This is an optimization exercise on Yosys and OpenROAD, whose aim is small area, a short achievable clock period and few clock cycles, not a production implementation. The RTL was checked by simulation tests, not by an equivalence proof against the original design. Power is estimated from default activity; no workload was simulated.

Setup of run E:
## rate_monotonic_task_picker
module rate_monotonic_task_picker #(
  parameter int MAX_TASKS = rmtp_pkg::MaxTasksDef
) (
  input  logic                          clk_i,
  input  logic                          rst_ni,
  input  logic                          in_valid_i,
  output logic                          in_stall_o,
  input  logic [92:0]                   in_data_i,
  output logic                          out_valid_o,
  input  logic                          out_stall_i,
  output logic [4:0]                    out_data_o,
  input  logic                          cfg_we_i,
  input  logic [0:0]                    cfg_idx_i,
  input  logic [4:0]                    cfg_wdata_i
);
For scale: ~1800 flip-flops, ~96000 um2 of cells after synthesis.
export LEC_CHECK = 0
export CAP_MARGIN = 20
export CORE_MARGIN = 2
export CORE_UTILIZATION = 45
export CTS_CLUSTER_DIAMETER = 70
export CTS_CLUSTER_SIZE = 25
export PLACE_DENSITY = 0.62
export SETUP_SLACK_MARGIN = 5
export SLEW_MARGIN = 20
export TNS_END_PERCENT = 5
create_clock -name core_clock -period 10.0 [get_ports {clk_i}]
standard.sh (not shown) runs the stock make flow with config.mk's settings and CLKGATE_MAP_FILE= SYNTH_SCRIPT=/design/flow/synth_recipe.tcl, a recipe that flattens the netlist after the stock synthesis.
==> flow/flow/run.sh <==
#!/bin/bash
# The standard layout (standard.sh), with two changes to how it is made:
# timing repair may resize a cell to one of another footprint, and the port
# buffers are buf_4 cells.
set -euo pipefail
bash standard.sh MATCH_CELL_FOOTPRINT=0 "BUFFER_PORTS_ARGS=-buffer_cell sky130_fd_sc_hd__buf_4" finish > standard.log 2>&1
Testbench counts of run E, summed over its fixed seeds: cycles 8,596.
diff inputs: run E => run P
--- a/flow/design.v
+++ b/flow/design.v
@@ -101,40 +101,41 @@
 endmodule
 module rmtp_dpath (
   input  logic                              clk_i,
   input  logic                              rst_ni,
   input  logic                              take_i,
   input  rmtp_pkg::in_item_t                in_data_i,
   output rmtp_pkg::out_item_t               out_data_o,
   input  logic                              cfg_we_i,
   input  logic [rmtp_pkg::CfgIdxW-1:0]      cfg_idx_i,
   input  logic [rmtp_pkg::CfgDataW-1:0]     cfg_wdata_i
 );
   localparam int N = 16;
-  logic [31:0] r_sum_q;
-  logic [3:0]  rwr_idx_q;
-  logic        rwr_en_q;
+  logic [31:0] r_cur_q;
+  logic [15:0] p_cur_q, qt_new_q;
+  logic [3:0]  cwr_idx_q;
+  logic        cwr_en_q, rwr_en_q;
   logic [N-1:0][15:0] per_q, dl_q, qt_q, tmr_q;
   logic [N-1:0][31:0] rel_q;
   logic [N-1:0][1:0]  st_q;
   logic [N-1:0]       wake_q, wait_q;
   logic [N-1:0][N-1:0] le_q;
   logic [4:0]          task_count_q;
   logic [3:0]          idle_task_q;
   logic            is_load, is_tick, is_set, is_wake, is_wait;
   logic [N-1:0]    ksel, csel, act, run_ok, base;
   logic [3:0]      cur;
   logic            chg_en, refill, sum_le;
   logic [15:0]     q_cur, p_cur, q_dec;
-  logic [31:0]     r_cur, r_sum;
+  logic [31:0]     r_cur;
   logic [N-1:0]    p_lt, p_eq;
   rmtp_pkg::out_item_t pick_wo, pick_w;
   assign is_load = take_i && in_data_i.opcode == rmtp_pkg::OP_LOAD;
   assign is_tick = take_i && in_data_i.opcode == rmtp_pkg::OP_TICK;
   assign is_set  = take_i && in_data_i.opcode == rmtp_pkg::OP_SET;
   assign is_wake = take_i && in_data_i.opcode == rmtp_pkg::OP_WAKE_REQ;
   assign is_wait = take_i && in_data_i.opcode == rmtp_pkg::OP_WAIT_REQ;
   assign cur     = in_data_i.current_task;
   assign chg_en  = is_tick && cur != idle_task_q;
   logic        w_cur;
   always_comb begin
     q_cur = '0;
@@ -148,28 +149,27 @@
       w_cur = w_cur | (wait_q[i] & csel[i]);
     end
   end
   assign q_dec  = q_cur - 16'd1;
   logic [15:0] d_cur, qt_d;
   logic [31:0] rel_d;
   always_comb begin
     d_cur = '0;
     for (int i = 0; i < N; i++) begin
       d_cur = d_cur | (dl_q[i] & {16{csel[i]}});
     end
   end
-  assign qt_d  = is_load ? in_data_i.deadline : (refill ? d_cur : q_dec);
-  assign rel_d = rwr_en_q ? r_sum_q : 32'd1;
+  assign qt_d  = cwr_en_q ? qt_new_q : in_data_i.deadline;
+  assign rel_d = rwr_en_q ? r_cur_q + 32'(p_cur_q) : 32'd1;
   assign refill = (q_cur == 16'd1) || w_cur;
-  assign r_sum  = r_cur + 32'(p_cur);
   logic [33:0] cs_a, cs_b, cs_c, cs_s, cs_y, cs_x;
   logic [34:0] cs_t;
   logic        r_cy;
   always_comb begin
     cs_a   = {2'b00, in_data_i.now};
     cs_b   = ~{2'b00, r_cur};
     cs_c   = ~{18'd0, p_cur};
     cs_s   = cs_a ^ cs_b ^ cs_c;
     cs_y   = {(cs_a[32:0] & cs_b[32:0]) | (cs_a[32:0] & cs_c[32:0]) | (cs_b[32:0] & cs_c[32:0]), 1'b1};
     cs_t   = {cs_s, 1'b1} + {cs_y, 1'b1};
     cs_x   = cs_t[34:1];
     r_cy   = 1'((({1'b0, r_cur} + 33'(p_cur)) >> 32));
@@ -198,28 +198,28 @@
       end
       if (tm_dec) begin
         tmr_nx = tmr_q[i] - 16'd1;
       end
     end
     assign run_ok[i] = act[i] && (st_nx == rmtp_pkg::ST_READY || st_nx == rmtp_pkg::ST_RUNNING);
     assign base[i]   = run_ok[i] && rel_q[i] <= in_data_i.now;
     always_ff @(posedge clk_i) begin
       if (is_load && ksel[i]) begin
         per_q[i] <= in_data_i.period;
         dl_q[i]  <= in_data_i.deadline;
       end
-      if ((is_load && ksel[i]) || (chg_en && csel[i])) begin
+      if ((is_load && ksel[i]) || (cwr_en_q && cwr_idx_q == 4'(i))) begin
         qt_q[i] <= qt_d;
       end
-      if ((is_load && ksel[i]) || (rwr_en_q && rwr_idx_q == 4'(i))) begin
+      if ((is_load && ksel[i]) || (rwr_en_q && cwr_idx_q == 4'(i))) begin
         rel_q[i] <= rel_d;
       end
       if (is_set && ksel[i]) begin
         tmr_q[i] <= in_data_i.wait_ticks;
       end else if (is_tick && act[i]) begin
         tmr_q[i] <= tmr_nx;
       end
     end
     always_ff @(posedge clk_i or negedge rst_ni) begin
       if (!rst_ni) begin
         st_q[i]   <= rmtp_pkg::ST_OTHER;
         wake_q[i] <= 1'b0;
@@ -259,31 +259,35 @@
     .rdy_i  (base & ~csel),
     .le_i   (le_q),
     .idle_i (idle_task_q),
     .pick_o (pick_wo)
   );
   rmtp_pick u_pick_w (
     .rdy_i  (base | csel),
     .le_i   (le_q),
     .idle_i (idle_task_q),
     .pick_o (pick_w)
   );
   always_ff @(posedge clk_i) begin
-    r_sum_q   <= r_sum;
-    rwr_idx_q <= cur;
+    r_cur_q   <= r_cur;
+    p_cur_q   <= p_cur;
+    qt_new_q  <= refill ? d_cur : q_dec;
+    cwr_idx_q <= cur;
   end
   always_ff @(posedge clk_i or negedge rst_ni) begin
     if (!rst_ni) begin
+      cwr_en_q <= 1'b0;
       rwr_en_q <= 1'b0;
     end else begin
+      cwr_en_q <= chg_en;
       rwr_en_q <= chg_en && refill;
     end
   end
   rmtp_pkg::out_item_t pick_w_q, pick_wo_q;
   logic                ok_le1_q, ok_le0_q, sum_le_q;
   always_ff @(posedge clk_i) begin
     if (is_tick) begin
       pick_w_q  <= pick_w;
       pick_wo_q <= pick_wo;
       ok_le1_q  <= ok_le1;
       ok_le0_q  <= ok_le0;
       sum_le_q  <= sum_le;
### Flow results
Run P finished all stages; the layout is clean. The final reports for run P and run E show combinational power lower in the former. Any difference in timing-limited maximum frequency between run E and run P is small enough to ignore. Final hold slack ends up higher on run E. The final reports for run P and run E show global-route wire length before repair lower in the former. Compared to run E, run P was floorplanned on a bigger die. Run E ended up with a2111oi_4 as its worst-path cell with the longest stage delay; run P ended up with or4_4. Relative to run E, the cell area after synthesis measured on run P has increased slightly. Summary: with run E as the reference, total power in run P moved down slightly.
Testbench counts of run P, summed over its fixed seeds: cycles 8,596.

[what the ideal ports hide]
How much do the figures lean on ideal ports? The routed layouts below were timed once more, with nothing changed but the port constraints.
Step 1 sets driving cells, clkbuf_16 on the clock port and buf_2 on the other inputs (assumed; they add their load-dependent delay and slew).
Step 2 moves the port delays by t, midway between the first and last clock arrival at a register: inputs arrive t later, outputs are due t later. That takes back most of the time a late clock gives input paths.
a / b / c = no drivers / after step 1 / after step 2; a / b = the first two.
run | shift t [ns] | setup slack, ns | worst setup path at the end | worst register clock-pin slew, ns
run E | 0.922 | 4.458 / 4.287 / 3.364 | input to register | 0.10 / 0.10
run P | 0.928 | 4.445 / 4.224 / 3.296 | input to register | 0.10 / 0.10
After both steps every run listed still meets setup and hold. For run P, which loses most, drivers alone change the setup slack by -0.221 ns; drivers and shift together by -1.149 ns.
